From an optimization exercise on the open Yosys and OpenROAD flow, aimed at small area and a short achievable clock period; shortcuts taken in it are not production practice. RTL that was checked went through simulation tests only; none was proved equivalent to the original. No functional check of the RTL was part of run 2.

==> flow/design.v <==
`timescale 1ns/1ps
module pipeline_control (
  input  logic general_clk,
  input  logic reset,
  input  logic in_valid,
  output logic out_valid
);
  logic v1, v2;
  always_ff @(posedge general_clk) begin
    if (reset) begin
      v1 <= 1'b0;
      v2 <= 1'b0;
    end else begin
      v1 <= in_valid;
      v2 <= v1;
    end
  end
  assign out_valid = v2;
endmodule
`timescale 1ns/1ps
module probability_stage (
  input  logic        general_clk,
  input  logic        reset,
  input  logic        in_valid,
  input  logic [15:0] fl,
  input  logic [15:0] fh,
  input  logic [3:0]  symbol,
  input  logic [4:0]  nsyms,
  input  logic        bool_mode,
  output logic        p_x,
  output logic        p_en,
  output logic        p_z,
  output logic        p_s,         
  output logic [9:0]  p_m2n,       
  output logic [5:0]  p_k,
  output logic [9:0]  p_nn,       
  output logic [4:0]  p_o2
);
  logic        vin;
  logic [9:0]  fl6, fh6;
  logic        first, sel_a, sel_c, sel_q;
  logic [5:0]  kd;        
  logic [4:0]  kdiff;     
  logic        kpos;
  logic [9:0]  m_p, m_q;
  logic [5:0]  k_next;
  assign vin   = in_valid & ~reset;
  assign fl6   = fl[15:6];
  assign fh6   = fh[15:6];
  assign first = (fl == 16'h8000);
  assign sel_a = vin & bool_mode & symbol[0];
  assign sel_c = vin & ~bool_mode & ~first;
  assign sel_q = vin & ~(bool_mode & symbol[0]);    
  assign kd    = {1'b0, nsyms} - {2'b00, symbol};
  assign kpos  = ~kd[5] & (kd[4:0] != 5'd0);
  assign kdiff = kd[5] ? 5'd0 : kd[4:0];
  assign m_p = sel_a ? fh6 : (sel_c ? fl6 : 10'd512);
  assign m_q = sel_q ? fh6 : 10'd0;
  always_comb begin
    if (sel_a)          k_next = 6'd1;
    else if (sel_c)     k_next = {5'd0, kpos};
    else if (!vin)      k_next = 6'd0;
    else if (bool_mode) k_next = 6'h3f;
    else if (kpos)      k_next = 6'd1 - {1'b0, kdiff};
    else                k_next = 6'd0;
  end
  always_ff @(posedge general_clk) begin
    p_x  <= ~sel_a & ~sel_c;
    p_z  <= ~sel_a & ~sel_c;
    p_en <= sel_q & fh6[0] & ~(sel_c & fl6[0]);
    {p_s, p_m2n} <= ({1'b0, m_p} - {1'b0, m_q}) ^ 11'h3ff;    
    p_k  <= k_next;
    p_nn  <= ~(sel_c ? fl6 : fh6);    
    p_o2 <= sel_c ? kdiff : 5'd1;
  end
endmodule
`timescale 1ns/1ps
module interval_update (
  input  logic        general_clk,
  input  logic        reset,
  input  logic        p_x,
  input  logic        p_en,
  input  logic        p_z,
  input  logic        p_s,         
  input  logic [9:0]  p_m2n,       
  input  logic [5:0]  p_k,
  input  logic [9:0]  p_nn,        
  input  logic [4:0]  p_o2,
  output logic [15:0] range_q,
  output logic [3:0]  d_q,
  output logic [15:0] add_next
);
  logic [7:0]  r8;
  logic [16:0] sum2;
  logic [16:0] sum2n;
  logic [15:0] raw;
  logic [15:0] rn;
  assign r8 = range_q[15:8];
  assign rn = ~range_q;
  wire [7:0] r8n = rn[15:8];
  wire lt_1, lt_2;
  assign lt_1 = (range_q[0] & p_x) ^ (r8[1] & ~p_m2n[0]) ^ (r8[0] & ~p_m2n[1]);
  assign lt_2 = ((range_q[0] & p_x) & (r8[1] & ~p_m2n[0])) | ((range_q[0] & p_x) & (r8[0] & ~p_m2n[1])) | ((r8[1] & ~p_m2n[0]) & (r8[0] & ~p_m2n[1]));
  wire lt_3, lt_4;
  assign lt_3 = (range_q[1] & p_x) ^ (r8[2] & ~p_m2n[0]) ^ (r8[1] & ~p_m2n[1]);
  assign lt_4 = ((range_q[1] & p_x) & (r8[2] & ~p_m2n[0])) | ((range_q[1] & p_x) & (r8[1] & ~p_m2n[1])) | ((r8[2] & ~p_m2n[0]) & (r8[1] & ~p_m2n[1]));
  wire lt_5, lt_6;
  assign lt_5 = (r8[0] & ~p_m2n[2]) ^ lt_2 ^ lt_3;
  assign lt_6 = ((r8[0] & ~p_m2n[2]) & lt_2) | ((r8[0] & ~p_m2n[2]) & lt_3) | (lt_2 & lt_3);
  wire lt_7, lt_8;
  assign lt_7 = p_k[0] ^ (range_q[2] & p_x) ^ (r8[3] & ~p_m2n[0]);
  assign lt_8 = (p_k[0] & (range_q[2] & p_x)) | (p_k[0] & (r8[3] & ~p_m2n[0])) | ((range_q[2] & p_x) & (r8[3] & ~p_m2n[0]));
  wire lt_9, lt_10;
  assign lt_9 = (r8[2] & ~p_m2n[1]) ^ (r8[1] & ~p_m2n[2]) ^ (r8[0] & ~p_m2n[3]);
  assign lt_10 = ((r8[2] & ~p_m2n[1]) & (r8[1] & ~p_m2n[2])) | ((r8[2] & ~p_m2n[1]) & (r8[0] & ~p_m2n[3])) | ((r8[1] & ~p_m2n[2]) & (r8[0] & ~p_m2n[3]));
  wire lt_11, lt_12;
  assign lt_11 = lt_4 ^ lt_7 ^ lt_9;
  assign lt_12 = (lt_4 & lt_7) | (lt_4 & lt_9) | (lt_7 & lt_9);
  wire lt_13, lt_14;
  assign lt_13 = p_k[1] ^ (range_q[3] & p_x) ^ (r8[4] & ~p_m2n[0]);
  assign lt_14 = (p_k[1] & (range_q[3] & p_x)) | (p_k[1] & (r8[4] & ~p_m2n[0])) | ((range_q[3] & p_x) & (r8[4] & ~p_m2n[0]));
  wire lt_15, lt_16;
  assign lt_15 = (r8[3] & ~p_m2n[1]) ^ (r8[2] & ~p_m2n[2]) ^ (r8[1] & ~p_m2n[3]);
  assign lt_16 = ((r8[3] & ~p_m2n[1]) & (r8[2] & ~p_m2n[2])) | ((r8[3] & ~p_m2n[1]) & (r8[1] & ~p_m2n[3])) | ((r8[2] & ~p_m2n[2]) & (r8[1] & ~p_m2n[3]));
  wire lt_17, lt_18;
  assign lt_17 = (r8[0] & ~p_m2n[4]) ^ lt_8 ^ lt_10;
  assign lt_18 = ((r8[0] & ~p_m2n[4]) & lt_8) | ((r8[0] & ~p_m2n[4]) & lt_10) | (lt_8 & lt_10);
  wire lt_19, lt_20;
  assign lt_19 = lt_13 ^ lt_15 ^ lt_12;
  assign lt_20 = (lt_13 & lt_15) | (lt_13 & lt_12) | (lt_15 & lt_12);
  wire lt_21, lt_22;
  assign lt_21 = p_k[2] ^ (range_q[4] & p_x) ^ (r8[5] & ~p_m2n[0]);
  assign lt_22 = (p_k[2] & (range_q[4] & p_x)) | (p_k[2] & (r8[5] & ~p_m2n[0])) | ((range_q[4] & p_x) & (r8[5] & ~p_m2n[0]));
  wire lt_23, lt_24;
  assign lt_23 = (r8[4] & ~p_m2n[1]) ^ (r8[3] & ~p_m2n[2]) ^ (r8[2] & ~p_m2n[3]);
  assign lt_24 = ((r8[4] & ~p_m2n[1]) & (r8[3] & ~p_m2n[2])) | ((r8[4] & ~p_m2n[1]) & (r8[2] & ~p_m2n[3])) | ((r8[3] & ~p_m2n[2]) & (r8[2] & ~p_m2n[3]));
  wire lt_25, lt_26;
  assign lt_25 = (r8[1] & ~p_m2n[4]) ^ (r8[0] & ~p_m2n[5]) ^ lt_14;
  assign lt_26 = ((r8[1] & ~p_m2n[4]) & (r8[0] & ~p_m2n[5])) | ((r8[1] & ~p_m2n[4]) & lt_14) | ((r8[0] & ~p_m2n[5]) & lt_14);
  wire lt_27, lt_28;
  assign lt_27 = lt_16 ^ lt_21 ^ lt_23;
  assign lt_28 = (lt_16 & lt_21) | (lt_16 & lt_23) | (lt_21 & lt_23);
  wire lt_29, lt_30;
  assign lt_29 = lt_18 ^ lt_25 ^ lt_27;
  assign lt_30 = (lt_18 & lt_25) | (lt_18 & lt_27) | (lt_25 & lt_27);
  wire lt_31, lt_32;
  assign lt_31 = p_k[3] ^ (range_q[5] & p_x) ^ (r8[6] & ~p_m2n[0]);
  assign lt_32 = (p_k[3] & (range_q[5] & p_x)) | (p_k[3] & (r8[6] & ~p_m2n[0])) | ((range_q[5] & p_x) & (r8[6] & ~p_m2n[0]));
  wire lt_33, lt_34;
  assign lt_33 = (r8[5] & ~p_m2n[1]) ^ (r8[4] & ~p_m2n[2]) ^ (r8[3] & ~p_m2n[3]);
  assign lt_34 = ((r8[5] & ~p_m2n[1]) & (r8[4] & ~p_m2n[2])) | ((r8[5] & ~p_m2n[1]) & (r8[3] & ~p_m2n[3])) | ((r8[4] & ~p_m2n[2]) & (r8[3] & ~p_m2n[3]));
  wire lt_35, lt_36;
  assign lt_35 = (r8[2] & ~p_m2n[4]) ^ (r8[1] & ~p_m2n[5]) ^ (r8[0] & ~p_m2n[6]);
  assign lt_36 = ((r8[2] & ~p_m2n[4]) & (r8[1] & ~p_m2n[5])) | ((r8[2] & ~p_m2n[4]) & (r8[0] & ~p_m2n[6])) | ((r8[1] & ~p_m2n[5]) & (r8[0] & ~p_m2n[6]));
  wire lt_37, lt_38;
  assign lt_37 = lt_22 ^ lt_24 ^ lt_31;
  assign lt_38 = (lt_22 & lt_24) | (lt_22 & lt_31) | (lt_24 & lt_31);
  wire lt_39, lt_40;
  assign lt_39 = lt_33 ^ lt_35 ^ lt_26;
  assign lt_40 = (lt_33 & lt_35) | (lt_33 & lt_26) | (lt_35 & lt_26);
  wire lt_41, lt_42;
  assign lt_41 = lt_28 ^ lt_37 ^ lt_39;
  assign lt_42 = (lt_28 & lt_37) | (lt_28 & lt_39) | (lt_37 & lt_39);
  wire lt_43, lt_44;
  assign lt_43 = p_k[4] ^ (range_q[6] & p_x) ^ (r8[7] & ~p_m2n[0]);
  assign lt_44 = (p_k[4] & (range_q[6] & p_x)) | (p_k[4] & (r8[7] & ~p_m2n[0])) | ((range_q[6] & p_x) & (r8[7] & ~p_m2n[0]));
  wire lt_45, lt_46;
  assign lt_45 = (r8[6] & ~p_m2n[1]) ^ (r8[5] & ~p_m2n[2]) ^ (r8[4] & ~p_m2n[3]);
  assign lt_46 = ((r8[6] & ~p_m2n[1]) & (r8[5] & ~p_m2n[2])) | ((r8[6] & ~p_m2n[1]) & (r8[4] & ~p_m2n[3])) | ((r8[5] & ~p_m2n[2]) & (r8[4] & ~p_m2n[3]));
  wire lt_47, lt_48;
  assign lt_47 = (r8[3] & ~p_m2n[4]) ^ (r8[2] & ~p_m2n[5]) ^ (r8[1] & ~p_m2n[6]);
  assign lt_48 = ((r8[3] & ~p_m2n[4]) & (r8[2] & ~p_m2n[5])) | ((r8[3] & ~p_m2n[4]) & (r8[1] & ~p_m2n[6])) | ((r8[2] & ~p_m2n[5]) & (r8[1] & ~p_m2n[6]));
  wire lt_49, lt_50;
  assign lt_49 = (r8[0] & ~p_m2n[7]) ^ lt_32 ^ lt_34;
  assign lt_50 = ((r8[0] & ~p_m2n[7]) & lt_32) | ((r8[0] & ~p_m2n[7]) & lt_34) | (lt_32 & lt_34);
  wire lt_51, lt_52;
  assign lt_51 = lt_36 ^ lt_43 ^ lt_45;
  assign lt_52 = (lt_36 & lt_43) | (lt_36 & lt_45) | (lt_43 & lt_45);
  wire lt_53, lt_54;
  assign lt_53 = lt_47 ^ lt_38 ^ lt_49;
  assign lt_54 = (lt_47 & lt_38) | (lt_47 & lt_49) | (lt_38 & lt_49);
  wire lt_55, lt_56;
  assign lt_55 = lt_51 ^ lt_40 ^ lt_53;
  assign lt_56 = (lt_51 & lt_40) | (lt_51 & lt_53) | (lt_40 & lt_53);
  wire lt_57, lt_58;
  assign lt_57 = p_k[5] ^ (range_q[7] & p_x) ^ (r8[7] & ~p_m2n[1]);
  assign lt_58 = (p_k[5] & (range_q[7] & p_x)) | (p_k[5] & (r8[7] & ~p_m2n[1])) | ((range_q[7] & p_x) & (r8[7] & ~p_m2n[1]));
  wire lt_59, lt_60;
  assign lt_59 = (r8[6] & ~p_m2n[2]) ^ (r8[5] & ~p_m2n[3]) ^ (r8[4] & ~p_m2n[4]);
  assign lt_60 = ((r8[6] & ~p_m2n[2]) & (r8[5] & ~p_m2n[3])) | ((r8[6] & ~p_m2n[2]) & (r8[4] & ~p_m2n[4])) | ((r8[5] & ~p_m2n[3]) & (r8[4] & ~p_m2n[4]));
  wire lt_61, lt_62;
  assign lt_61 = (r8[3] & ~p_m2n[5]) ^ (r8[2] & ~p_m2n[6]) ^ (r8[1] & ~p_m2n[7]);
  assign lt_62 = ((r8[3] & ~p_m2n[5]) & (r8[2] & ~p_m2n[6])) | ((r8[3] & ~p_m2n[5]) & (r8[1] & ~p_m2n[7])) | ((r8[2] & ~p_m2n[6]) & (r8[1] & ~p_m2n[7]));
  wire lt_63, lt_64;
  assign lt_63 = (r8[0] & ~p_m2n[8]) ^ lt_44 ^ lt_46;
  assign lt_64 = ((r8[0] & ~p_m2n[8]) & lt_44) | ((r8[0] & ~p_m2n[8]) & lt_46) | (lt_44 & lt_46);
  wire lt_65, lt_66;
  assign lt_65 = lt_48 ^ lt_57 ^ lt_59;
  assign lt_66 = (lt_48 & lt_57) | (lt_48 & lt_59) | (lt_57 & lt_59);
  wire lt_67, lt_68;
  assign lt_67 = lt_61 ^ lt_50 ^ lt_52;
  assign lt_68 = (lt_61 & lt_50) | (lt_61 & lt_52) | (lt_50 & lt_52);
  wire lt_69, lt_70;
  assign lt_69 = lt_63 ^ lt_65 ^ lt_54;
  assign lt_70 = (lt_63 & lt_65) | (lt_63 & lt_54) | (lt_65 & lt_54);
  wire lt_71, lt_72;
  assign lt_71 = lt_67 ^ lt_69 ^ lt_56;
  assign lt_72 = (lt_67 & lt_69) | (lt_67 & lt_56) | (lt_69 & lt_56);
  wire lt_73, lt_74;
  assign lt_73 = p_k[5] ^ (r8[7] & ~p_m2n[2]) ^ (r8[6] & ~p_m2n[3]);
  assign lt_74 = (p_k[5] & (r8[7] & ~p_m2n[2])) | (p_k[5] & (r8[6] & ~p_m2n[3])) | ((r8[7] & ~p_m2n[2]) & (r8[6] & ~p_m2n[3]));
  wire lt_75, lt_76;
  assign lt_75 = (r8[5] & ~p_m2n[4]) ^ (r8[4] & ~p_m2n[5]) ^ (r8[3] & ~p_m2n[6]);
  assign lt_76 = ((r8[5] & ~p_m2n[4]) & (r8[4] & ~p_m2n[5])) | ((r8[5] & ~p_m2n[4]) & (r8[3] & ~p_m2n[6])) | ((r8[4] & ~p_m2n[5]) & (r8[3] & ~p_m2n[6]));
  wire lt_77, lt_78;
  assign lt_77 = (r8[2] & ~p_m2n[7]) ^ (r8[1] & ~p_m2n[8]) ^ (r8[0] & ~p_m2n[9]);
  assign lt_78 = ((r8[2] & ~p_m2n[7]) & (r8[1] & ~p_m2n[8])) | ((r8[2] & ~p_m2n[7]) & (r8[0] & ~p_m2n[9])) | ((r8[1] & ~p_m2n[8]) & (r8[0] & ~p_m2n[9]));
  wire lt_79, lt_80;
  assign lt_79 = lt_58 ^ lt_60 ^ lt_62;
  assign lt_80 = (lt_58 & lt_60) | (lt_58 & lt_62) | (lt_60 & lt_62);
  wire lt_81, lt_82;
  assign lt_81 = lt_73 ^ lt_75 ^ lt_77;
  assign lt_82 = (lt_73 & lt_75) | (lt_73 & lt_77) | (lt_75 & lt_77);
  wire lt_83, lt_84;
  assign lt_83 = lt_64 ^ lt_66 ^ lt_79;
  assign lt_84 = (lt_64 & lt_66) | (lt_64 & lt_79) | (lt_66 & lt_79);
  wire lt_85, lt_86;
  assign lt_85 = lt_81 ^ lt_68 ^ lt_83;
  assign lt_86 = (lt_81 & lt_68) | (lt_81 & lt_83) | (lt_68 & lt_83);
  wire lt_87, lt_88;
  assign lt_87 = lt_70 ^ lt_85 ^ lt_72;
  assign lt_88 = (lt_70 & lt_85) | (lt_70 & lt_72) | (lt_85 & lt_72);
  wire lt_89, lt_90;
  assign lt_89 = p_s ^ p_k[5] ^ (r8[7] & ~p_m2n[3]);
  assign lt_90 = (p_s & p_k[5]) | (p_s & (r8[7] & ~p_m2n[3])) | (p_k[5] & (r8[7] & ~p_m2n[3]));
  wire lt_91, lt_92;
  assign lt_91 = (r8[6] & ~p_m2n[4]) ^ (r8[5] & ~p_m2n[5]) ^ (r8[4] & ~p_m2n[6]);
  assign lt_92 = ((r8[6] & ~p_m2n[4]) & (r8[5] & ~p_m2n[5])) | ((r8[6] & ~p_m2n[4]) & (r8[4] & ~p_m2n[6])) | ((r8[5] & ~p_m2n[5]) & (r8[4] & ~p_m2n[6]));
  wire lt_93, lt_94;
  assign lt_93 = (r8[3] & ~p_m2n[7]) ^ (r8[2] & ~p_m2n[8]) ^ (r8[1] & ~p_m2n[9]);
  assign lt_94 = ((r8[3] & ~p_m2n[7]) & (r8[2] & ~p_m2n[8])) | ((r8[3] & ~p_m2n[7]) & (r8[1] & ~p_m2n[9])) | ((r8[2] & ~p_m2n[8]) & (r8[1] & ~p_m2n[9]));
  wire lt_95, lt_96;
  assign lt_95 = (p_s & r8n[0]) ^ lt_74 ^ lt_76;
  assign lt_96 = ((p_s & r8n[0]) & lt_74) | ((p_s & r8n[0]) & lt_76) | (lt_74 & lt_76);
  wire lt_97, lt_98;
  assign lt_97 = lt_78 ^ lt_89 ^ lt_91;
  assign lt_98 = (lt_78 & lt_89) | (lt_78 & lt_91) | (lt_89 & lt_91);
  wire lt_99, lt_100;
  assign lt_99 = lt_93 ^ lt_80 ^ lt_82;
  assign lt_100 = (lt_93 & lt_80) | (lt_93 & lt_82) | (lt_80 & lt_82);
  wire lt_101, lt_102;
  assign lt_101 = lt_95 ^ lt_97 ^ lt_84;
  assign lt_102 = (lt_95 & lt_97) | (lt_95 & lt_84) | (lt_97 & lt_84);
  wire lt_103, lt_104;
  assign lt_103 = lt_99 ^ lt_101 ^ lt_86;
  assign lt_104 = (lt_99 & lt_101) | (lt_99 & lt_86) | (lt_101 & lt_86);
  wire lt_105, lt_106;
  assign lt_105 = p_k[5] ^ (r8[7] & ~p_m2n[4]) ^ (r8[6] & ~p_m2n[5]);
  assign lt_106 = (p_k[5] & (r8[7] & ~p_m2n[4])) | (p_k[5] & (r8[6] & ~p_m2n[5])) | ((r8[7] & ~p_m2n[4]) & (r8[6] & ~p_m2n[5]));
  wire lt_107, lt_108;
  assign lt_107 = (r8[5] & ~p_m2n[6]) ^ (r8[4] & ~p_m2n[7]) ^ (r8[3] & ~p_m2n[8]);
  assign lt_108 = ((r8[5] & ~p_m2n[6]) & (r8[4] & ~p_m2n[7])) | ((r8[5] & ~p_m2n[6]) & (r8[3] & ~p_m2n[8])) | ((r8[4] & ~p_m2n[7]) & (r8[3] & ~p_m2n[8]));
  wire lt_109, lt_110;
  assign lt_109 = (r8[2] & ~p_m2n[9]) ^ (p_s & r8n[1]) ^ lt_90;
  assign lt_110 = ((r8[2] & ~p_m2n[9]) & (p_s & r8n[1])) | ((r8[2] & ~p_m2n[9]) & lt_90) | ((p_s & r8n[1]) & lt_90);
  wire lt_111, lt_112;
  assign lt_111 = lt_92 ^ lt_94 ^ lt_105;
  assign lt_112 = (lt_92 & lt_94) | (lt_92 & lt_105) | (lt_94 & lt_105);
  wire lt_113, lt_114;
  assign lt_113 = lt_107 ^ lt_96 ^ lt_98;
  assign lt_114 = (lt_107 & lt_96) | (lt_107 & lt_98) | (lt_96 & lt_98);
  wire lt_115, lt_116;
  assign lt_115 = lt_109 ^ lt_111 ^ lt_100;
  assign lt_116 = (lt_109 & lt_111) | (lt_109 & lt_100) | (lt_111 & lt_100);
  wire lt_117, lt_118;
  assign lt_117 = lt_113 ^ lt_102 ^ lt_115;
  assign lt_118 = (lt_113 & lt_102) | (lt_113 & lt_115) | (lt_102 & lt_115);
  wire lt_119, lt_120;
  assign lt_119 = p_k[5] ^ (r8[7] & ~p_m2n[5]) ^ (r8[6] & ~p_m2n[6]);
  assign lt_120 = (p_k[5] & (r8[7] & ~p_m2n[5])) | (p_k[5] & (r8[6] & ~p_m2n[6])) | ((r8[7] & ~p_m2n[5]) & (r8[6] & ~p_m2n[6]));
  wire lt_121, lt_122;
  assign lt_121 = (r8[5] & ~p_m2n[7]) ^ (r8[4] & ~p_m2n[8]) ^ (r8[3] & ~p_m2n[9]);
  assign lt_122 = ((r8[5] & ~p_m2n[7]) & (r8[4] & ~p_m2n[8])) | ((r8[5] & ~p_m2n[7]) & (r8[3] & ~p_m2n[9])) | ((r8[4] & ~p_m2n[8]) & (r8[3] & ~p_m2n[9]));
  wire lt_123, lt_124;
  assign lt_123 = (p_s & r8n[2]) ^ lt_106 ^ lt_108;
  assign lt_124 = ((p_s & r8n[2]) & lt_106) | ((p_s & r8n[2]) & lt_108) | (lt_106 & lt_108);
  wire lt_125, lt_126;
  assign lt_125 = lt_119 ^ lt_121 ^ lt_110;
  assign lt_126 = (lt_119 & lt_121) | (lt_119 & lt_110) | (lt_121 & lt_110);
  wire lt_127, lt_128;
  assign lt_127 = lt_112 ^ lt_123 ^ lt_114;
  assign lt_128 = (lt_112 & lt_123) | (lt_112 & lt_114) | (lt_123 & lt_114);
  wire lt_129, lt_130;
  assign lt_129 = lt_125 ^ lt_116 ^ lt_127;
  assign lt_130 = (lt_125 & lt_116) | (lt_125 & lt_127) | (lt_116 & lt_127);
  wire lt_131, lt_132;
  assign lt_131 = p_k[5] ^ (r8[7] & ~p_m2n[6]) ^ (r8[6] & ~p_m2n[7]);
  assign lt_132 = (p_k[5] & (r8[7] & ~p_m2n[6])) | (p_k[5] & (r8[6] & ~p_m2n[7])) | ((r8[7] & ~p_m2n[6]) & (r8[6] & ~p_m2n[7]));
  wire lt_133, lt_134;
  assign lt_133 = (r8[5] & ~p_m2n[8]) ^ (r8[4] & ~p_m2n[9]) ^ (p_s & r8n[3]);
  assign lt_134 = ((r8[5] & ~p_m2n[8]) & (r8[4] & ~p_m2n[9])) | ((r8[5] & ~p_m2n[8]) & (p_s & r8n[3])) | ((r8[4] & ~p_m2n[9]) & (p_s & r8n[3]));
  wire lt_135, lt_136;
  assign lt_135 = lt_120 ^ lt_122 ^ lt_131;
  assign lt_136 = (lt_120 & lt_122) | (lt_120 & lt_131) | (lt_122 & lt_131);
  wire lt_137, lt_138;
  assign lt_137 = lt_133 ^ lt_124 ^ lt_135;
  assign lt_138 = (lt_133 & lt_124) | (lt_133 & lt_135) | (lt_124 & lt_135);
  wire lt_139, lt_140;
  assign lt_139 = lt_126 ^ lt_137 ^ lt_128;
  assign lt_140 = (lt_126 & lt_137) | (lt_126 & lt_128) | (lt_137 & lt_128);
  wire lt_141, lt_142;
  assign lt_141 = p_k[5] ^ (r8[7] & ~p_m2n[7]) ^ (r8[6] & ~p_m2n[8]);
  assign lt_142 = (p_k[5] & (r8[7] & ~p_m2n[7])) | (p_k[5] & (r8[6] & ~p_m2n[8])) | ((r8[7] & ~p_m2n[7]) & (r8[6] & ~p_m2n[8]));
  wire lt_143, lt_144;
  assign lt_143 = (r8[5] & ~p_m2n[9]) ^ (p_s & r8n[4]) ^ lt_132;
  assign lt_144 = ((r8[5] & ~p_m2n[9]) & (p_s & r8n[4])) | ((r8[5] & ~p_m2n[9]) & lt_132) | ((p_s & r8n[4]) & lt_132);
  wire lt_145, lt_146;
  assign lt_145 = lt_134 ^ lt_141 ^ lt_136;
  assign lt_146 = (lt_134 & lt_141) | (lt_134 & lt_136) | (lt_141 & lt_136);
  wire lt_147, lt_148;
  assign lt_147 = lt_143 ^ lt_138 ^ lt_145;
  assign lt_148 = (lt_143 & lt_138) | (lt_143 & lt_145) | (lt_138 & lt_145);
  wire lt_149, lt_150;
  assign lt_149 = p_k[5] ^ (r8[7] & ~p_m2n[8]) ^ (r8[6] & ~p_m2n[9]);
  assign lt_150 = (p_k[5] & (r8[7] & ~p_m2n[8])) | (p_k[5] & (r8[6] & ~p_m2n[9])) | ((r8[7] & ~p_m2n[8]) & (r8[6] & ~p_m2n[9]));
  wire lt_151, lt_152;
  assign lt_151 = (p_s & r8n[5]) ^ lt_142 ^ lt_149;
  assign lt_152 = ((p_s & r8n[5]) & lt_142) | ((p_s & r8n[5]) & lt_149) | (lt_142 & lt_149);
  wire lt_153, lt_154;
  assign lt_153 = lt_144 ^ lt_151 ^ lt_146;
  assign lt_154 = (lt_144 & lt_151) | (lt_144 & lt_146) | (lt_151 & lt_146);
  wire lt_155, lt_156;
  assign lt_155 = p_k[5] ^ (r8[7] & ~p_m2n[9]) ^ (p_s & r8n[6]);
  assign lt_156 = (p_k[5] & (r8[7] & ~p_m2n[9])) | (p_k[5] & (p_s & r8n[6])) | ((r8[7] & ~p_m2n[9]) & (p_s & r8n[6]));
  wire lt_157, lt_158;
  assign lt_157 = lt_150 ^ lt_155 ^ lt_152;
  assign lt_158 = (lt_150 & lt_155) | (lt_150 & lt_152) | (lt_155 & lt_152);
  wire [16:0] lt_a, lt_b;
  assign lt_a = {lt_154, lt_148, lt_140, lt_130, lt_118, lt_104, lt_88, lt_87, lt_71, lt_42, lt_30, lt_20, lt_17, lt_6, lt_5, (p_en & r8[0]), 1'b0};
  assign lt_b = {lt_157, lt_153, lt_147, lt_139, lt_129, lt_117, lt_103, 1'b0, 1'b0, lt_55, lt_41, lt_29, lt_19, lt_11, 1'b0, lt_1, 1'b0};
  assign sum2 = lt_a + lt_b;
  assign raw  = sum2[16:1];
  wire at_1, at_2;
  assign at_1 = rn[0] ^ (r8[1] & ~p_nn[0]) ^ (r8[0] & ~p_nn[1]);
  assign at_2 = (rn[0] & (r8[1] & ~p_nn[0])) | (rn[0] & (r8[0] & ~p_nn[1])) | ((r8[1] & ~p_nn[0]) & (r8[0] & ~p_nn[1]));
  wire at_3, at_4;
  assign at_3 = rn[1] ^ (r8[2] & ~p_nn[0]) ^ (r8[1] & ~p_nn[1]);
  assign at_4 = (rn[1] & (r8[2] & ~p_nn[0])) | (rn[1] & (r8[1] & ~p_nn[1])) | ((r8[2] & ~p_nn[0]) & (r8[1] & ~p_nn[1]));
  wire at_5, at_6;
  assign at_5 = (r8[0] & ~p_nn[2]) ^ at_2 ^ at_3;
  assign at_6 = ((r8[0] & ~p_nn[2]) & at_2) | ((r8[0] & ~p_nn[2]) & at_3) | (at_2 & at_3);
  wire at_7, at_8;
  assign at_7 = p_o2[0] ^ rn[2] ^ (r8[3] & ~p_nn[0]);
  assign at_8 = (p_o2[0] & rn[2]) | (p_o2[0] & (r8[3] & ~p_nn[0])) | (rn[2] & (r8[3] & ~p_nn[0]));
  wire at_9, at_10;
  assign at_9 = (r8[2] & ~p_nn[1]) ^ (r8[1] & ~p_nn[2]) ^ (r8[0] & ~p_nn[3]);
  assign at_10 = ((r8[2] & ~p_nn[1]) & (r8[1] & ~p_nn[2])) | ((r8[2] & ~p_nn[1]) & (r8[0] & ~p_nn[3])) | ((r8[1] & ~p_nn[2]) & (r8[0] & ~p_nn[3]));
  wire at_11, at_12;
  assign at_11 = at_4 ^ at_7 ^ at_9;
  assign at_12 = (at_4 & at_7) | (at_4 & at_9) | (at_7 & at_9);
  wire at_13, at_14;
  assign at_13 = p_o2[1] ^ rn[3] ^ (r8[4] & ~p_nn[0]);
  assign at_14 = (p_o2[1] & rn[3]) | (p_o2[1] & (r8[4] & ~p_nn[0])) | (rn[3] & (r8[4] & ~p_nn[0]));
  wire at_15, at_16;
  assign at_15 = (r8[3] & ~p_nn[1]) ^ (r8[2] & ~p_nn[2]) ^ (r8[1] & ~p_nn[3]);
  assign at_16 = ((r8[3] & ~p_nn[1]) & (r8[2] & ~p_nn[2])) | ((r8[3] & ~p_nn[1]) & (r8[1] & ~p_nn[3])) | ((r8[2] & ~p_nn[2]) & (r8[1] & ~p_nn[3]));
  wire at_17, at_18;
  assign at_17 = (r8[0] & ~p_nn[4]) ^ at_8 ^ at_10;
  assign at_18 = ((r8[0] & ~p_nn[4]) & at_8) | ((r8[0] & ~p_nn[4]) & at_10) | (at_8 & at_10);
  wire at_19, at_20;
  assign at_19 = at_13 ^ at_15 ^ at_12;
  assign at_20 = (at_13 & at_15) | (at_13 & at_12) | (at_15 & at_12);
  wire at_21, at_22;
  assign at_21 = p_o2[2] ^ rn[4] ^ (r8[5] & ~p_nn[0]);
  assign at_22 = (p_o2[2] & rn[4]) | (p_o2[2] & (r8[5] & ~p_nn[0])) | (rn[4] & (r8[5] & ~p_nn[0]));
  wire at_23, at_24;
  assign at_23 = (r8[4] & ~p_nn[1]) ^ (r8[3] & ~p_nn[2]) ^ (r8[2] & ~p_nn[3]);
  assign at_24 = ((r8[4] & ~p_nn[1]) & (r8[3] & ~p_nn[2])) | ((r8[4] & ~p_nn[1]) & (r8[2] & ~p_nn[3])) | ((r8[3] & ~p_nn[2]) & (r8[2] & ~p_nn[3]));
  wire at_25, at_26;
  assign at_25 = (r8[1] & ~p_nn[4]) ^ (r8[0] & ~p_nn[5]) ^ at_14;
  assign at_26 = ((r8[1] & ~p_nn[4]) & (r8[0] & ~p_nn[5])) | ((r8[1] & ~p_nn[4]) & at_14) | ((r8[0] & ~p_nn[5]) & at_14);
  wire at_27, at_28;
  assign at_27 = at_16 ^ at_21 ^ at_23;
  assign at_28 = (at_16 & at_21) | (at_16 & at_23) | (at_21 & at_23);
  wire at_29, at_30;
  assign at_29 = at_18 ^ at_25 ^ at_27;
  assign at_30 = (at_18 & at_25) | (at_18 & at_27) | (at_25 & at_27);
  wire at_31, at_32;
  assign at_31 = p_o2[3] ^ rn[5] ^ (r8[6] & ~p_nn[0]);
  assign at_32 = (p_o2[3] & rn[5]) | (p_o2[3] & (r8[6] & ~p_nn[0])) | (rn[5] & (r8[6] & ~p_nn[0]));
  wire at_33, at_34;
  assign at_33 = (r8[5] & ~p_nn[1]) ^ (r8[4] & ~p_nn[2]) ^ (r8[3] & ~p_nn[3]);
  assign at_34 = ((r8[5] & ~p_nn[1]) & (r8[4] & ~p_nn[2])) | ((r8[5] & ~p_nn[1]) & (r8[3] & ~p_nn[3])) | ((r8[4] & ~p_nn[2]) & (r8[3] & ~p_nn[3]));
  wire at_35, at_36;
  assign at_35 = (r8[2] & ~p_nn[4]) ^ (r8[1] & ~p_nn[5]) ^ (r8[0] & ~p_nn[6]);
  assign at_36 = ((r8[2] & ~p_nn[4]) & (r8[1] & ~p_nn[5])) | ((r8[2] & ~p_nn[4]) & (r8[0] & ~p_nn[6])) | ((r8[1] & ~p_nn[5]) & (r8[0] & ~p_nn[6]));
  wire at_37, at_38;
  assign at_37 = at_22 ^ at_24 ^ at_31;
  assign at_38 = (at_22 & at_24) | (at_22 & at_31) | (at_24 & at_31);
  wire at_39, at_40;
  assign at_39 = at_33 ^ at_35 ^ at_26;
  assign at_40 = (at_33 & at_35) | (at_33 & at_26) | (at_35 & at_26);
  wire at_41, at_42;
  assign at_41 = at_28 ^ at_37 ^ at_39;
  assign at_42 = (at_28 & at_37) | (at_28 & at_39) | (at_37 & at_39);
  wire at_43, at_44;
  assign at_43 = p_o2[4] ^ rn[6] ^ (r8[7] & ~p_nn[0]);
  assign at_44 = (p_o2[4] & rn[6]) | (p_o2[4] & (r8[7] & ~p_nn[0])) | (rn[6] & (r8[7] & ~p_nn[0]));
  wire at_45, at_46;
  assign at_45 = (r8[6] & ~p_nn[1]) ^ (r8[5] & ~p_nn[2]) ^ (r8[4] & ~p_nn[3]);
  assign at_46 = ((r8[6] & ~p_nn[1]) & (r8[5] & ~p_nn[2])) | ((r8[6] & ~p_nn[1]) & (r8[4] & ~p_nn[3])) | ((r8[5] & ~p_nn[2]) & (r8[4] & ~p_nn[3]));
  wire at_47, at_48;
  assign at_47 = (r8[3] & ~p_nn[4]) ^ (r8[2] & ~p_nn[5]) ^ (r8[1] & ~p_nn[6]);
  assign at_48 = ((r8[3] & ~p_nn[4]) & (r8[2] & ~p_nn[5])) | ((r8[3] & ~p_nn[4]) & (r8[1] & ~p_nn[6])) | ((r8[2] & ~p_nn[5]) & (r8[1] & ~p_nn[6]));
  wire at_49, at_50;
  assign at_49 = (r8[0] & ~p_nn[7]) ^ at_32 ^ at_34;
  assign at_50 = ((r8[0] & ~p_nn[7]) & at_32) | ((r8[0] & ~p_nn[7]) & at_34) | (at_32 & at_34);
  wire at_51, at_52;
  assign at_51 = at_36 ^ at_43 ^ at_45;
  assign at_52 = (at_36 & at_43) | (at_36 & at_45) | (at_43 & at_45);
  wire at_53, at_54;
  assign at_53 = at_47 ^ at_38 ^ at_49;
  assign at_54 = (at_47 & at_38) | (at_47 & at_49) | (at_38 & at_49);
  wire at_55, at_56;
  assign at_55 = at_51 ^ at_40 ^ at_53;
  assign at_56 = (at_51 & at_40) | (at_51 & at_53) | (at_40 & at_53);
  wire at_57, at_58;
  assign at_57 = rn[7] ^ (r8[7] & ~p_nn[1]) ^ (r8[6] & ~p_nn[2]);
  assign at_58 = (rn[7] & (r8[7] & ~p_nn[1])) | (rn[7] & (r8[6] & ~p_nn[2])) | ((r8[7] & ~p_nn[1]) & (r8[6] & ~p_nn[2]));
  wire at_59, at_60;
  assign at_59 = (r8[5] & ~p_nn[3]) ^ (r8[4] & ~p_nn[4]) ^ (r8[3] & ~p_nn[5]);
  assign at_60 = ((r8[5] & ~p_nn[3]) & (r8[4] & ~p_nn[4])) | ((r8[5] & ~p_nn[3]) & (r8[3] & ~p_nn[5])) | ((r8[4] & ~p_nn[4]) & (r8[3] & ~p_nn[5]));
  wire at_61, at_62;
  assign at_61 = (r8[2] & ~p_nn[6]) ^ (r8[1] & ~p_nn[7]) ^ (r8[0] & ~p_nn[8]);
  assign at_62 = ((r8[2] & ~p_nn[6]) & (r8[1] & ~p_nn[7])) | ((r8[2] & ~p_nn[6]) & (r8[0] & ~p_nn[8])) | ((r8[1] & ~p_nn[7]) & (r8[0] & ~p_nn[8]));
  wire at_63, at_64;
  assign at_63 = at_44 ^ at_46 ^ at_48;
  assign at_64 = (at_44 & at_46) | (at_44 & at_48) | (at_46 & at_48);
  wire at_65, at_66;
  assign at_65 = at_57 ^ at_59 ^ at_61;
  assign at_66 = (at_57 & at_59) | (at_57 & at_61) | (at_59 & at_61);
  wire at_67, at_68;
  assign at_67 = at_50 ^ at_52 ^ at_63;
  assign at_68 = (at_50 & at_52) | (at_50 & at_63) | (at_52 & at_63);
  wire at_69, at_70;
  assign at_69 = at_65 ^ at_54 ^ at_67;
  assign at_70 = (at_65 & at_54) | (at_65 & at_67) | (at_54 & at_67);
  wire at_71, at_72;
  assign at_71 = rn[8] ^ (r8[7] & ~p_nn[2]) ^ (r8[6] & ~p_nn[3]);
  assign at_72 = (rn[8] & (r8[7] & ~p_nn[2])) | (rn[8] & (r8[6] & ~p_nn[3])) | ((r8[7] & ~p_nn[2]) & (r8[6] & ~p_nn[3]));
  wire at_73, at_74;
  assign at_73 = (r8[5] & ~p_nn[4]) ^ (r8[4] & ~p_nn[5]) ^ (r8[3] & ~p_nn[6]);
  assign at_74 = ((r8[5] & ~p_nn[4]) & (r8[4] & ~p_nn[5])) | ((r8[5] & ~p_nn[4]) & (r8[3] & ~p_nn[6])) | ((r8[4] & ~p_nn[5]) & (r8[3] & ~p_nn[6]));
  wire at_75, at_76;
  assign at_75 = (r8[2] & ~p_nn[7]) ^ (r8[1] & ~p_nn[8]) ^ (r8[0] & ~p_nn[9]);
  assign at_76 = ((r8[2] & ~p_nn[7]) & (r8[1] & ~p_nn[8])) | ((r8[2] & ~p_nn[7]) & (r8[0] & ~p_nn[9])) | ((r8[1] & ~p_nn[8]) & (r8[0] & ~p_nn[9]));
  wire at_77, at_78;
  assign at_77 = at_58 ^ at_60 ^ at_62;
  assign at_78 = (at_58 & at_60) | (at_58 & at_62) | (at_60 & at_62);
  wire at_79, at_80;
  assign at_79 = at_71 ^ at_73 ^ at_75;
  assign at_80 = (at_71 & at_73) | (at_71 & at_75) | (at_73 & at_75);
  wire at_81, at_82;
  assign at_81 = at_64 ^ at_66 ^ at_77;
  assign at_82 = (at_64 & at_66) | (at_64 & at_77) | (at_66 & at_77);
  wire at_83, at_84;
  assign at_83 = at_79 ^ at_68 ^ at_81;
  assign at_84 = (at_79 & at_68) | (at_79 & at_81) | (at_68 & at_81);
  wire at_85, at_86;
  assign at_85 = rn[9] ^ (r8[7] & ~p_nn[3]) ^ (r8[6] & ~p_nn[4]);
  assign at_86 = (rn[9] & (r8[7] & ~p_nn[3])) | (rn[9] & (r8[6] & ~p_nn[4])) | ((r8[7] & ~p_nn[3]) & (r8[6] & ~p_nn[4]));
  wire at_87, at_88;
  assign at_87 = (r8[5] & ~p_nn[5]) ^ (r8[4] & ~p_nn[6]) ^ (r8[3] & ~p_nn[7]);
  assign at_88 = ((r8[5] & ~p_nn[5]) & (r8[4] & ~p_nn[6])) | ((r8[5] & ~p_nn[5]) & (r8[3] & ~p_nn[7])) | ((r8[4] & ~p_nn[6]) & (r8[3] & ~p_nn[7]));
  wire at_89, at_90;
  assign at_89 = (r8[2] & ~p_nn[8]) ^ (r8[1] & ~p_nn[9]) ^ at_72;
  assign at_90 = ((r8[2] & ~p_nn[8]) & (r8[1] & ~p_nn[9])) | ((r8[2] & ~p_nn[8]) & at_72) | ((r8[1] & ~p_nn[9]) & at_72);
  wire at_91, at_92;
  assign at_91 = at_74 ^ at_76 ^ at_85;
  assign at_92 = (at_74 & at_76) | (at_74 & at_85) | (at_76 & at_85);
  wire at_93, at_94;
  assign at_93 = at_87 ^ at_78 ^ at_80;
  assign at_94 = (at_87 & at_78) | (at_87 & at_80) | (at_78 & at_80);
  wire at_95, at_96;
  assign at_95 = at_89 ^ at_91 ^ at_82;
  assign at_96 = (at_89 & at_91) | (at_89 & at_82) | (at_91 & at_82);
  wire at_97, at_98;
  assign at_97 = at_93 ^ at_95 ^ at_84;
  assign at_98 = (at_93 & at_95) | (at_93 & at_84) | (at_95 & at_84);
  wire at_99, at_100;
  assign at_99 = rn[10] ^ (r8[7] & ~p_nn[4]) ^ (r8[6] & ~p_nn[5]);
  assign at_100 = (rn[10] & (r8[7] & ~p_nn[4])) | (rn[10] & (r8[6] & ~p_nn[5])) | ((r8[7] & ~p_nn[4]) & (r8[6] & ~p_nn[5]));
  wire at_101, at_102;
  assign at_101 = (r8[5] & ~p_nn[6]) ^ (r8[4] & ~p_nn[7]) ^ (r8[3] & ~p_nn[8]);
  assign at_102 = ((r8[5] & ~p_nn[6]) & (r8[4] & ~p_nn[7])) | ((r8[5] & ~p_nn[6]) & (r8[3] & ~p_nn[8])) | ((r8[4] & ~p_nn[7]) & (r8[3] & ~p_nn[8]));
  wire at_103, at_104;
  assign at_103 = (r8[2] & ~p_nn[9]) ^ at_86 ^ at_88;
  assign at_104 = ((r8[2] & ~p_nn[9]) & at_86) | ((r8[2] & ~p_nn[9]) & at_88) | (at_86 & at_88);
  wire at_105, at_106;
  assign at_105 = at_99 ^ at_101 ^ at_90;
  assign at_106 = (at_99 & at_101) | (at_99 & at_90) | (at_101 & at_90);
  wire at_107, at_108;
  assign at_107 = at_92 ^ at_103 ^ at_94;
  assign at_108 = (at_92 & at_103) | (at_92 & at_94) | (at_103 & at_94);
  wire at_109, at_110;
  assign at_109 = at_105 ^ at_96 ^ at_107;
  assign at_110 = (at_105 & at_96) | (at_105 & at_107) | (at_96 & at_107);
  wire at_111, at_112;
  assign at_111 = rn[11] ^ (r8[7] & ~p_nn[5]) ^ (r8[6] & ~p_nn[6]);
  assign at_112 = (rn[11] & (r8[7] & ~p_nn[5])) | (rn[11] & (r8[6] & ~p_nn[6])) | ((r8[7] & ~p_nn[5]) & (r8[6] & ~p_nn[6]));
  wire at_113, at_114;
  assign at_113 = (r8[5] & ~p_nn[7]) ^ (r8[4] & ~p_nn[8]) ^ (r8[3] & ~p_nn[9]);
  assign at_114 = ((r8[5] & ~p_nn[7]) & (r8[4] & ~p_nn[8])) | ((r8[5] & ~p_nn[7]) & (r8[3] & ~p_nn[9])) | ((r8[4] & ~p_nn[8]) & (r8[3] & ~p_nn[9]));
  wire at_115, at_116;
  assign at_115 = at_100 ^ at_102 ^ at_111;
  assign at_116 = (at_100 & at_102) | (at_100 & at_111) | (at_102 & at_111);
  wire at_117, at_118;
  assign at_117 = at_113 ^ at_104 ^ at_115;
  assign at_118 = (at_113 & at_104) | (at_113 & at_115) | (at_104 & at_115);
  wire at_119, at_120;
  assign at_119 = at_106 ^ at_117 ^ at_108;
  assign at_120 = (at_106 & at_117) | (at_106 & at_108) | (at_117 & at_108);
  wire at_121, at_122;
  assign at_121 = rn[12] ^ (r8[7] & ~p_nn[6]) ^ (r8[6] & ~p_nn[7]);
  assign at_122 = (rn[12] & (r8[7] & ~p_nn[6])) | (rn[12] & (r8[6] & ~p_nn[7])) | ((r8[7] & ~p_nn[6]) & (r8[6] & ~p_nn[7]));
  wire at_123, at_124;
  assign at_123 = (r8[5] & ~p_nn[8]) ^ (r8[4] & ~p_nn[9]) ^ at_112;
  assign at_124 = ((r8[5] & ~p_nn[8]) & (r8[4] & ~p_nn[9])) | ((r8[5] & ~p_nn[8]) & at_112) | ((r8[4] & ~p_nn[9]) & at_112);
  wire at_125, at_126;
  assign at_125 = at_114 ^ at_121 ^ at_116;
  assign at_126 = (at_114 & at_121) | (at_114 & at_116) | (at_121 & at_116);
  wire at_127, at_128;
  assign at_127 = at_123 ^ at_118 ^ at_125;
  assign at_128 = (at_123 & at_118) | (at_123 & at_125) | (at_118 & at_125);
  wire at_129, at_130;
  assign at_129 = rn[13] ^ (r8[7] & ~p_nn[7]) ^ (r8[6] & ~p_nn[8]);
  assign at_130 = (rn[13] & (r8[7] & ~p_nn[7])) | (rn[13] & (r8[6] & ~p_nn[8])) | ((r8[7] & ~p_nn[7]) & (r8[6] & ~p_nn[8]));
  wire at_131, at_132;
  assign at_131 = (r8[5] & ~p_nn[9]) ^ at_122 ^ at_129;
  assign at_132 = ((r8[5] & ~p_nn[9]) & at_122) | ((r8[5] & ~p_nn[9]) & at_129) | (at_122 & at_129);
  wire at_133, at_134;
  assign at_133 = at_124 ^ at_131 ^ at_126;
  assign at_134 = (at_124 & at_131) | (at_124 & at_126) | (at_131 & at_126);
  wire at_135, at_136;
  assign at_135 = rn[14] ^ (r8[7] & ~p_nn[8]) ^ (r8[6] & ~p_nn[9]);
  assign at_136 = (rn[14] & (r8[7] & ~p_nn[8])) | (rn[14] & (r8[6] & ~p_nn[9])) | ((r8[7] & ~p_nn[8]) & (r8[6] & ~p_nn[9]));
  wire at_137, at_138;
  assign at_137 = at_130 ^ at_135 ^ at_132;
  assign at_138 = (at_130 & at_135) | (at_130 & at_132) | (at_135 & at_132);
  wire at_139, at_140;
  assign at_139 = rn[15] ^ (r8[7] & ~p_nn[9]) ^ at_136;
  assign at_140 = (rn[15] & (r8[7] & ~p_nn[9])) | (rn[15] & at_136) | ((r8[7] & ~p_nn[9]) & at_136);
  wire [16:0] at_a, at_b;
  assign at_a = {at_138, at_134, at_128, at_120, at_110, at_98, at_97, at_70, at_56, at_42, at_30, at_20, at_17, at_6, at_5, at_1, 1'b0};
  assign at_b = {at_139, at_137, at_133, at_127, at_119, at_109, 1'b0, at_83, at_69, at_55, at_41, at_29, at_19, at_11, 1'b0, 1'b0, 1'b0};
  assign sum2n    = at_a + at_b;
  assign add_next = ~(sum2n[16:1] | {16{p_z}});
  logic        z8, z4, z2, z1, raw_zero;
  logic [15:0] t1, t2, t3, range_next;
  logic [3:0]  d_next;
  assign z8 = ~|raw[15:8];
  assign t1 = z8 ? {raw[7:0], 8'd0} : raw;
  assign z4 = ~|t1[15:12];
  assign t2 = z4 ? {t1[11:0], 4'd0} : t1;
  assign z2 = ~|t2[15:14];
  assign t3 = z2 ? {t2[13:0], 2'd0} : t2;
  assign z1 = ~t3[15];
  assign range_next = z1 ? {t3[14:0], 1'b0} : t3;
  assign raw_zero = ~|raw;
  assign d_next = (raw_zero | reset) ? 4'd0 : {z8, z4, z2, z1};
  always_ff @(posedge general_clk) begin
    if (reset) range_q <= 16'd32768;
    else       range_q <= range_next;
    d_q <= d_next;
  end
endmodule
`timescale 1ns/1ps
module renormalizer (
  input  logic        general_clk,
  input  logic        reset,
  input  logic [15:0] add_next,
  input  logic [3:0]  d_q,
  output logic [23:0] low_out,
  output logic [4:0]  cnt_out,
  output logic [1:0]  bit_flag,
  output logic [15:0] out_bit_1,
  output logic [15:0] out_bit_2
);
  logic [23:0] sum_q;
  logic [3:0]  cq;
  logic [4:0]  e_sum;        
  logic        emit1, emit2;
  logic [2:0]  f_sum;        
  logic [23:0] low_shl;
  logic [23:0] low_next;
  logic [23:0] sum_next;
  logic [3:0]  cq_next;
  logic [7:0]  keep_hi;
  logic [24:0] win_src;
  logic [23:0] win;
  assign e_sum = {1'b0, cq} + {1'b0, d_q};
  assign emit1 = e_sum >= 5'd9;
  assign emit2 = e_sum >= 5'd17;
  assign f_sum = e_sum[2:0] - 3'd1;    
  always_comb begin
    case (f_sum)
      3'd0: keep_hi = 8'h00;
      3'd1: keep_hi = 8'h01;
      3'd2: keep_hi = 8'h03;
      3'd3: keep_hi = 8'h07;
      3'd4: keep_hi = 8'h0f;
      3'd5: keep_hi = 8'h1f;
      3'd6: keep_hi = 8'h3f;
      default: keep_hi = 8'h7f;
    endcase
    if (!emit1) keep_hi = 8'hff;
  end
  assign low_shl  = sum_q << d_q;
  assign low_next = low_shl & {keep_hi, 16'hffff};
  assign cq_next  = emit1 ? {1'b0, f_sum} + 4'd1 : e_sum[3:0];
  assign sum_next = low_next + {8'd0, add_next};
  assign win_src = {sum_q, 1'b0};
  assign win     = 24'(win_src >> cq);
  always_ff @(posedge general_clk) begin
    if (reset) begin
      sum_q <= '0;
      cq    <= '0;
    end else begin
      sum_q <= sum_next;
      cq    <= cq_next;
    end
  end
  assign low_out   = low_next;
  assign cnt_out   = {1'b0, cq_next} - 5'd9;
  assign bit_flag  = {emit2, emit1 & ~emit2};
  assign out_bit_1 = win[23:8];
  assign out_bit_2 = {8'd0, win[7:0]};
endmodule
`timescale 1ns/1ps
module arith_encoder #(
  parameter int SYMBOL_WIDTH = 4
) (
  input  logic                    general_clk,
  input  logic                    reset,
  input  logic                    in_valid,
  input  logic [15:0]             fl,
  input  logic [15:0]             fh,
  input  logic [SYMBOL_WIDTH-1:0] symbol,
  input  logic [SYMBOL_WIDTH:0]   nsyms,
  input  logic                    bool_mode,
  output logic                    out_valid,
  output logic [15:0]             range_out,
  output logic [23:0]             low_out,
  output logic [4:0]              cnt_out,
  output logic [1:0]              bit_flag,
  output logic [15:0]             out_bit_1,
  output logic [15:0]             out_bit_2
);
  logic        p_x, p_en, p_z;
  logic        p_s;
  logic [9:0]  p_m2n;
  logic [5:0]  p_k;
  logic [9:0]  p_nn;
  logic [4:0]  p_o2;
  logic [15:0] add_next;
  logic [3:0]  d_q;
  pipeline_control u_control (
    .general_clk (general_clk),
    .reset       (reset),
    .in_valid    (in_valid),
    .out_valid   (out_valid)
  );
  probability_stage u_stage_1 (
    .general_clk (general_clk),
    .reset       (reset),
    .in_valid    (in_valid),
    .fl          (fl),
    .fh          (fh),
    .symbol      (symbol),
    .nsyms       (nsyms),
    .bool_mode   (bool_mode),
    .p_x         (p_x),
    .p_en        (p_en),
    .p_z         (p_z),
    .p_s         (p_s),
    .p_m2n       (p_m2n),
    .p_k         (p_k),
    .p_nn         (p_nn),
    .p_o2        (p_o2)
  );
  interval_update u_stage_2 (
    .general_clk (general_clk),
    .reset       (reset),
    .p_x         (p_x),
    .p_en        (p_en),
    .p_z         (p_z),
    .p_s         (p_s),
    .p_m2n       (p_m2n),
    .p_k         (p_k),
    .p_nn         (p_nn),
    .p_o2        (p_o2),
    .range_q     (range_out),
    .d_q         (d_q),
    .add_next    (add_next)
  );
  renormalizer u_stage_3 (
    .general_clk (general_clk),
    .reset       (reset),
    .add_next    (add_next),
    .d_q         (d_q),
    .low_out     (low_out),
    .cnt_out     (cnt_out),
    .bit_flag    (bit_flag),
    .out_bit_1   (out_bit_1),
    .out_bit_2   (out_bit_2)
  );
endmodule
==> flow/flow/run.sh <==
#!/bin/bash
# The standard layout with three changes: synthesis skips the quick ABC pass
# inside Yosys's synth (the final ABC mapping still runs), adders use Yosys's
# Sklansky carry network instead of Kogge-Stone, and the ports get the
# smallest buffer instead of the delay buffer that buffer_ports picks by
# default. All output goes to run_standard.log in this folder; ORFS keeps its
# own logs under orfs/logs.
set -euo pipefail
export SYNTH_ARGS="-noabc"
export SYNTH_OPERATIONS_ARGS="-extra-map +/choices/sklansky.v"
export BUFFER_PORTS_ARGS="-buffer_cell sky130_fd_sc_hd__buf_1"
bash standard.sh > run_standard.log 2>&1
==> flow/standard.sh <==
#!/bin/bash
# synth_recipe.tcl (not shown) runs the flow's synth.tcl, then flattens the netlist and writes it again
# the make line also repeats each setting of config.mk as NAME=value (left out here)
make -C /OpenROAD-flow-scripts/flow DESIGN_CONFIG=/design/flow/config.mk WORK_HOME=/design/flow/orfs CLKGATE_MAP_FILE= SYNTH_SCRIPT=/design/flow/synth_recipe.tcl "${@:-finish}"
==> flow/config.mk <==
export PLATFORM = sky130hd
export DESIGN_NAME = arith_encoder
export DESIGN_NICKNAME = arith_encoder
export VERILOG_FILES = /design/flow/design.v
export SDC_FILE = /design/flow/constraint.sdc
export NUM_CORES = 4
export LEC_CHECK = 0
export ABC_AREA = 1
export CAP_MARGIN = 20
export CORE_MARGIN = 2
export CORE_UTILIZATION = 40
export CTS_BUF_LIST = sky130_fd_sc_hd__clkbuf_8
export SETUP_SLACK_MARGIN = 3.0
export SLEW_MARGIN = 20
==> flow/constraint.sdc <==
create_clock -name core_clock -period 9.0 [get_ports {general_clk}]
set_input_delay 1.8000 -clock core_clock [delete_from_list [all_inputs] [get_ports {general_clk}]]
set_output_delay 1.8000 -clock core_clock [all_outputs]
set_load 0.01 [all_outputs]
==> flow_summary.yaml, run 1 <==
route:
  drtAntennaViolNets: 0
  wl_per_cell_um: 14.9
  vias: 10547
  dr.pass1.iters: 5
  routed_wl_mm: 31.7
  avgViaCountPerCell: 4.97
  drt_iter0_markers: 597
  drc: 0
logic_synthesis:
  ys_seq_area_share_pct: 14.0
  avgSynthCellArea_sq_um: 7.20
  ys_ff_latch: 84
  synth_flop_cell: "dfxtp_1"
  synth.distinct_cells: 52
  syn-cell-area_sq_mm: 0.0120
  synth_edf_count: 0
  synth-async-reset-ratio_pct: 0
  netlist_instances: 1664
  yosysWarnings: 4
worst_setup_path:
  critPathSlowestCell: "fa_1"
  worst_ep_arrival_time_ns: 6.11
  start_kind: "flop"
  required_ns: 9.32
  cp_max_fo: 8
  cp-end-kind: "flop"
  slowest_delay_ns: 0.50
  worst_path_most_repeated_cell: "nand2_1"
  critical_path_class: "flop to flop"
finish:
  antenna_cells: 0
  drive_above_1_share_pct: 9.05
  final_cell_mix: "nand2_1 (385), nor2_1 (239), inv_1 (213), fa_1 (155), o21ai_0 (150)"
  utilization_pct: 44.6
  layout.nets: 2010
  final_common_cell: "nand2_1"
  area_growth_pct: 10.0
  nFillCells: 3091
place:
  io_buffer_count: 110
  hpwlAfterDp_mm: 25.7
  gp_congestion: 0.904
cts:
  root_buffer: "clkbuf_8"
  clk_pin_slew_ns: 0.11
  worstSkewPairLatency_ns: 0.39
  numCtsBuffers: 9
  clockBufferDepth: 2
  h-tree-depth: 3
  cts_tree: "done"
  cts_sinks: 84
global_routing:
  top_usage_layer: "met2"
  grt.total_usage_pct: 20.4
  met3_usage_pct: 2.38
  grt_pass1_vias: 10004
  grt_use_met1_pct: 28.0
  grt.met2_usage_pct: 34.3
  grt_max_degree: 45
  antenna_found_initial: 0
  grt_first_pass_wirelength_mm: 50.1
  overflow: 0
floorplan:
  io_pins: 125
  dieWidth_um: 177
  core_area_sq_mm: 0.0296
  die_h_um: 177
  initial_core_util_pct: 40.5
  die_area_sq_mm: 0.0314
  fp-row-count: 63
sta:
  min_period_ns: 5.79
  fin_crit_sh_pct: 64.3
  tightest_slew_ns: 0.835
  finalSetupViolCount: 0
  rsz0062_at_grt: "yes"
  slew-limit-headroom_pct: 44.3
  timing.final.max_slew_violations: 0
  fin_setup_tns_ns: 0
  finClkSkew_ns: 0.0200
  finalHoldViolCount: 0
  max_freq_mhz: 173
worst_hold_path:
  hp-class: "flop to flop"
flow_run:
  max_cap_violations: 0
status:
  outcome: "no timing/DRC/antenna violations"
==> what timing repair did <==
action	4_1_cts	5_1_grt
resized for setup	30	58
endpoints found under the setup margin	33	29
pin swaps	1	25
cloned	0	1
hold buffers	0	0
setup buffers	6	17
==> routing by layer <==
metal	wire length [um]	share of wire, %	vias up
li1	-	-	5248
met1	14900	47	4999
met2	14900	47	266
met3	1350	4.3	34
met4	542	1.7	0
met5	0	0	-
==> area by class of cell <==
type	count	area, sq um	area share [%]
Sequential cell	84	1720	13.0
Clock inverter	6	75.1	0.569
Clock buffer	10	138	1.04
Tap cell	390	488	3.70
Inverter	232	951	7.21
Timing Repair Buffer	137	644	4.89
Multi-Input combinational cell	1265	9170	69.6
==> registers in the layout, indices dropped and copies added, names as in the netlist <==
name and flops:
u_stage_1.p_x 1, u_control.v2 1, u_stage_3.cq 4, u_stage_1.p_m2n 10, u_stage_3.sum_q 24, u_stage_1.p_en 1
u_stage_1.p_k 6, u_stage_2.range_q 16, u_stage_2.d_q 4, u_stage_1.p_o2 5, u_stage_1.p_s 1, u_stage_1.p_nn 10
u_control.v1 1
==> path summary, 6_finish.rpt <==
kind / from / slack, ns / cells after the start / to
worst min register to register: u_control.v1$_SDFF_PP0_ / 0.45 / 2 / u_control.v2$_SDFF_PP0_
worst max register to register: u_stage_2.range_q[14]$_SDFF_PP0_ / 3.21 / 30 / u_stage_2.range_q[12]$_SDFF_PP0_
worst max-delay path: u_stage_2.range_q[14]$_SDFF_PP0_ / 3.21 / 30 / u_stage_2.range_q[12]$_SDFF_PP0_
worst min-delay path: u_control.v1$_SDFF_PP0_ / 0.45 / 2 / u_control.v2$_SDFF_PP0_
==> per-stage QoR <==
step           setup slack (ns)  hold WS [ns]  area (sq um)  instances
3_3_place_gp               2.09         0.448         12500       2084
3_5_place_dp               2.01         0.444         12500       2084
2_1_floorplan              3.24         0.388         12000       1671
6_report                   3.21         0.446         13200       2124
5_1_grt                    2.95         0.473         13200       2124
4_1_cts                    3.00         0.444         12800       2106
==> cell usage after synthesis (4+ instances only) <==
master / count / area (sq um)
inv_2: 6 / 22.5
ha_1: 72 / 901
o211ai_1: 9 / 67.6
buf_1: 14 / 52.6
nand3_1: 42 / 210
xnor2_1: 6 / 52.6
nor2_1: 246 / 923
nor3_1: 8 / 40.0
xor2_1: 17 / 149
nand2_1: 390 / 1460
nor4_1: 5 / 31.3
a31oi_1: 6 / 37.5
buf_4: 26 / 195
dfxtp_1: 84 / 1680
clkinv_1: 8 / 30.0
buf_6: 5 / 56.3
nand2_2: 13 / 81.3
inv_1: 215 / 807
mux2i_1: 18 / 180
buf_2: 9 / 45.0
nand2_4: 6 / 67.6
a21oi_1: 38 / 190
or2_2: 9 / 56.3
o21ai_0: 150 / 751
a211oi_1: 4 / 30.0
clkbuf_1: 37 / 139
o21ai_1: 11 / 55.1
fa_1: 164 / 3280
a21o_1: 5 / 37.5
==> critical path, delay by kind of cell, from the launching register on <==
family,cells,cell delay [ns]
compound gates,1,0.19
simple gates,17,1.67
flops,1,0.44
buf+inv,5,0.58
fa+ha+maj,7,2.83
==> kinds of logic (layout without fill, tap and decap cells) <==
logic type	Yosys count	in the layout	share of synthesized area (%)
AO/OA/AOI/OAI	240	240	11.0
XOR/XNOR	23	23	1.68
adder cells (fa/ha/maj)	236	236	34.9
buffers and inverters	323	385	11.4
flip-flops	84	84	14.0
multiplexers	18	18	1.50
other	1	8	0.0313
AND/OR/NAND/NOR	739	740	25.5
==> inputs of run 2 (changes only) <==
--- a/flow/design.v
+++ b/flow/design.v
@@ -556,17 +556,22 @@
   assign sum2n    = at_a + at_b;
   assign add_next = ~(sum2n[16:1] | {16{p_z}});
-  logic        z8, z4, z2, z1, raw_zero;
-  logic [15:0] t1, t2, t3, range_next;
-  logic [3:0]  d_next;
-  assign z8 = ~|raw[15:8];
-  assign t1 = z8 ? {raw[7:0], 8'd0} : raw;
-  assign z4 = ~|t1[15:12];
-  assign t2 = z4 ? {t1[11:0], 4'd0} : t1;
-  assign z2 = ~|t2[15:14];
-  assign t3 = z2 ? {t2[13:0], 2'd0} : t2;
-  assign z1 = ~t3[15];
-  assign range_next = z1 ? {t3[14:0], 1'b0} : t3;
-  assign raw_zero = ~|raw;
-  assign d_next = (raw_zero | reset) ? 4'd0 : {z8, z4, z2, z1};
+  logic [15:0] range_next;
+  logic [3:0]  d_next, lz;
+  logic        raw_zero;
+  logic [3:0]  z4;           
+  logic [1:0]  lz4 [4];      
+  always_comb begin
+    for (int k = 0; k < 4; k++) begin
+      z4[k]  = ~|raw[4*k +: 4];
+      lz4[k] = raw[4*k+3] ? 2'd0 : raw[4*k+2] ? 2'd1 : raw[4*k+1] ? 2'd2 : 2'd3;
+    end
+    if (!z4[3])      lz = {2'd0, lz4[3]};
+    else if (!z4[2]) lz = {2'd1, lz4[2]};
+    else if (!z4[1]) lz = {2'd2, lz4[1]};
+    else             lz = {2'd3, lz4[0]};
+  end
+  assign raw_zero   = &z4;
+  assign range_next = raw << lz;
+  assign d_next     = (raw_zero | reset) ? 4'd0 : lz;
   always_ff @(posedge general_clk) begin
     if (reset) range_q <= 16'd32768;
--- a/flow/config.mk
+++ b/flow/config.mk
@@ -11,4 +11,4 @@
 export CORE_UTILIZATION = 40
 export CTS_BUF_LIST = sky130_fd_sc_hd__clkbuf_8
-export SETUP_SLACK_MARGIN = 3.0
+export SETUP_SLACK_MARGIN = 2.8
 export SLEW_MARGIN = 20
==> run 2 against run 1 <==
Register-to-register slack lost 0.08 ns. Clock skew shrank 0.011 ns. Critical path type unchanged. Count of clock-buffer cells in the layout grew 2. Largest cell class unchanged. Final area is essentially flat. Sequential share of layout area shrank 0.10 points. Wire length grew 2.9%. Worst setup slack lost 0.079 ns.
==> flow_summary.yaml, run 2 <==
status:
  outcome: "no timing/DRC/antenna violations"
finish:
  nFillCells: 3101
  antenna_cells: 0
  final_common_cell: "nand2_1"
  top_regs: "u_stage_3.sum_q: 24 flops, u_stage_2.range_q: 16 flops"
  final_cell_mix: "nand2_1 (320), nor2_1 (254), inv_1 (217), fa_1 (163), o21ai_0 (127)"
  utilization_pct: 44.2
sta:
  timing.hold.ws_ns: 0.526
  finalHoldViolCount: 0
  slew-limit-headroom_pct: 48.4
  finClkSkew_ns: 0.00944
  fin_ws_ns: 3.14
  tightest_slew_ns: 0.773
  fin_crit_sh_pct: 65.2
cts:
  worstSkewPairLatency_ns: 0.38
  cts_hold_buf: 0
  numCtsBuffers: 9
  clockBufferDepth: 2
  root_buffer: "clkbuf_8"
  cts_tree: "done"
worst_setup_path:
  cp-end-kind: "flop"
  critPathSlowestCell: "dfxtp_2"
  start_kind: "flop"
  cp_max_fo: 19
logic_synthesis:
  synth_mux_area_share_pct: 1.32
  synth_top_area_share_pct: 27.0
  synth_flop_cell: "dfxtp_1"
  synth.area.top_cells: "fa_1 (27%), dfxtp_1 (14%), nand2_1 (9.9%), nor2_1 (7.9%), ha_1 (7.4%)"
  yosys.area_share.adder_pct: 34.4
  avgSynthCellArea_sq_um: 7.23
  yosys.area.top_type: "fa_1"
  ys_ff_latch: 84
route:
  drt_iter0_markers: 645
  routed_wl_mm: 32.6
  dr.pass1.iters: 5
  drtAntennaViolNets: 0
floorplan:
  io_pins: 125
  initial_core_util_pct: 40.8
place:
  hpwlAfterDp_mm: 26.5
  gp_congestion: 0.934
  pre_cts_slack_ns: 1.54
global_routing:
  antenna_found_initial: 0
  overflow: 0
worst_hold_path:
  hp-class: "flop to flop"
-- run 2: cell count changes after synthesis, moves of 4 or more --
cell      delta
nand3_1     +58
o21ai_1     +13
clkbuf_1     +5
nand2_2      +5
nand3_2     +10
buf_1       -10
inv_1        +4
nor2_1      +11
a21oi_1      +8
nand2_1     -69
o21ai_0     -21
-- run 2: through the flow --
stage	std cells	instance area (sq um)
2_1_floorplan	1691	12200
3_3_place_gp	2105	12600
3_5_place_dp	2105	12600
4_1_cts	2124	13000
5_1_grt	2135	13200
6_report	2135	13200
-- run 2: worst paths after layout --
path / startpoint / endpoint / slack (ns) / cells after the start
worst max register to register: u_stage_2.range_q[10]$_SDFF_PP0_ / u_stage_3.sum_q[17]$_SDFF_PP0_ / 3.14 / 24
worst max-delay path: u_stage_2.range_q[10]$_SDFF_PP0_ / u_stage_3.sum_q[17]$_SDFF_PP0_ / 3.14 / 24
worst min register to register: u_control.v1$_SDFF_PP0_ / u_control.v2$_SDFF_PP0_ / 0.53 / 2
worst min-delay path: u_control.v1$_SDFF_PP0_ / u_control.v2$_SDFF_PP0_ / 0.53 / 2
-- run 2: metal layers --
layer  GRT usage (%)  wire length, um  up-vias
met3            2.94             1550       25
li1                -                -     5356
met4            3.49              367        0
met1            29.3            15400     5150
met5               0                0        -
met2            35.2            15300      278
-- run 2: final cells by class --
type                    count  area, sq um  share of cell area [%]
clock buffers              12          165                    1.25
clock inverters             4         71.3                   0.541
inverters                 238          946                    7.18
multi-input cells        1280         9260                    70.2
flip-flops and latches     84         1700                    12.9
well taps                 390          488                    3.70
repair buffers            127          552                    4.19
-- run 2: logic make-up after synthesis --
kind of cell               Yosys count
and+or+nand+nor                    756
buffers and inverters              329
AOI/OAI and AO/OA                  241
adders and majority gates          236
DFF                                 84
xor gates and xnor gates            21
muxes                               16
other                                1
-- run 2: what timing repair did --
item | 4_1_cts | 5_1_grt
resized for setup | 28 | 33
pin swaps | 1 | 7
buffers inserted | 3 | 9
endpoints found under the setup margin | 29 | 31
gates cloned | 0 | 2
-- run 2: worst max-delay path: cells and delay by family, from the launching register on --
kind	cells	cell delay [ns]
AO/OA/AOI/OAI	10	1.31
adder cells (fa/ha/maj)	8	3.09
buffers and inverters	2	0.21
flip-flops	1	0.49
AND/OR/NAND/NOR	4	0.62

[what the ideal ports hide]
The results above use ideal ports. As a check the final layouts listed here were re-extracted and re-timed, cells and wires unchanged. Step 1 (the two cells are an assumption about what drives the block):
set clk [get_ports {general_clk}]
set_driving_cell -lib_cell sky130_fd_sc_hd__clkbuf_16 $clk
set_driving_cell -lib_cell sky130_fd_sc_hd__buf_2 [delete_from_list [all_inputs] $clk]
Step 2 times the ports against the registers' clock, not the clock port: input delays grow and output delays shrink by t, the midpoint of the rising clock arrivals with the driver on. Slacks: ideal ports / drivers / drivers and shift; pairs: ideal ports / drivers.
run	shift t [ns]	setup WS [ns]	worst setup path at the end
run 1	0.423	3.214 / 3.214 / 3.098	input to register
run 2	0.415	3.135 / 3.135 / 2.973	input to register
After both steps setup and hold are still met in every run listed. For run 2, which loses most, drivers alone change the setup slack by 0.000 ns; drivers and shift together by -0.162 ns.
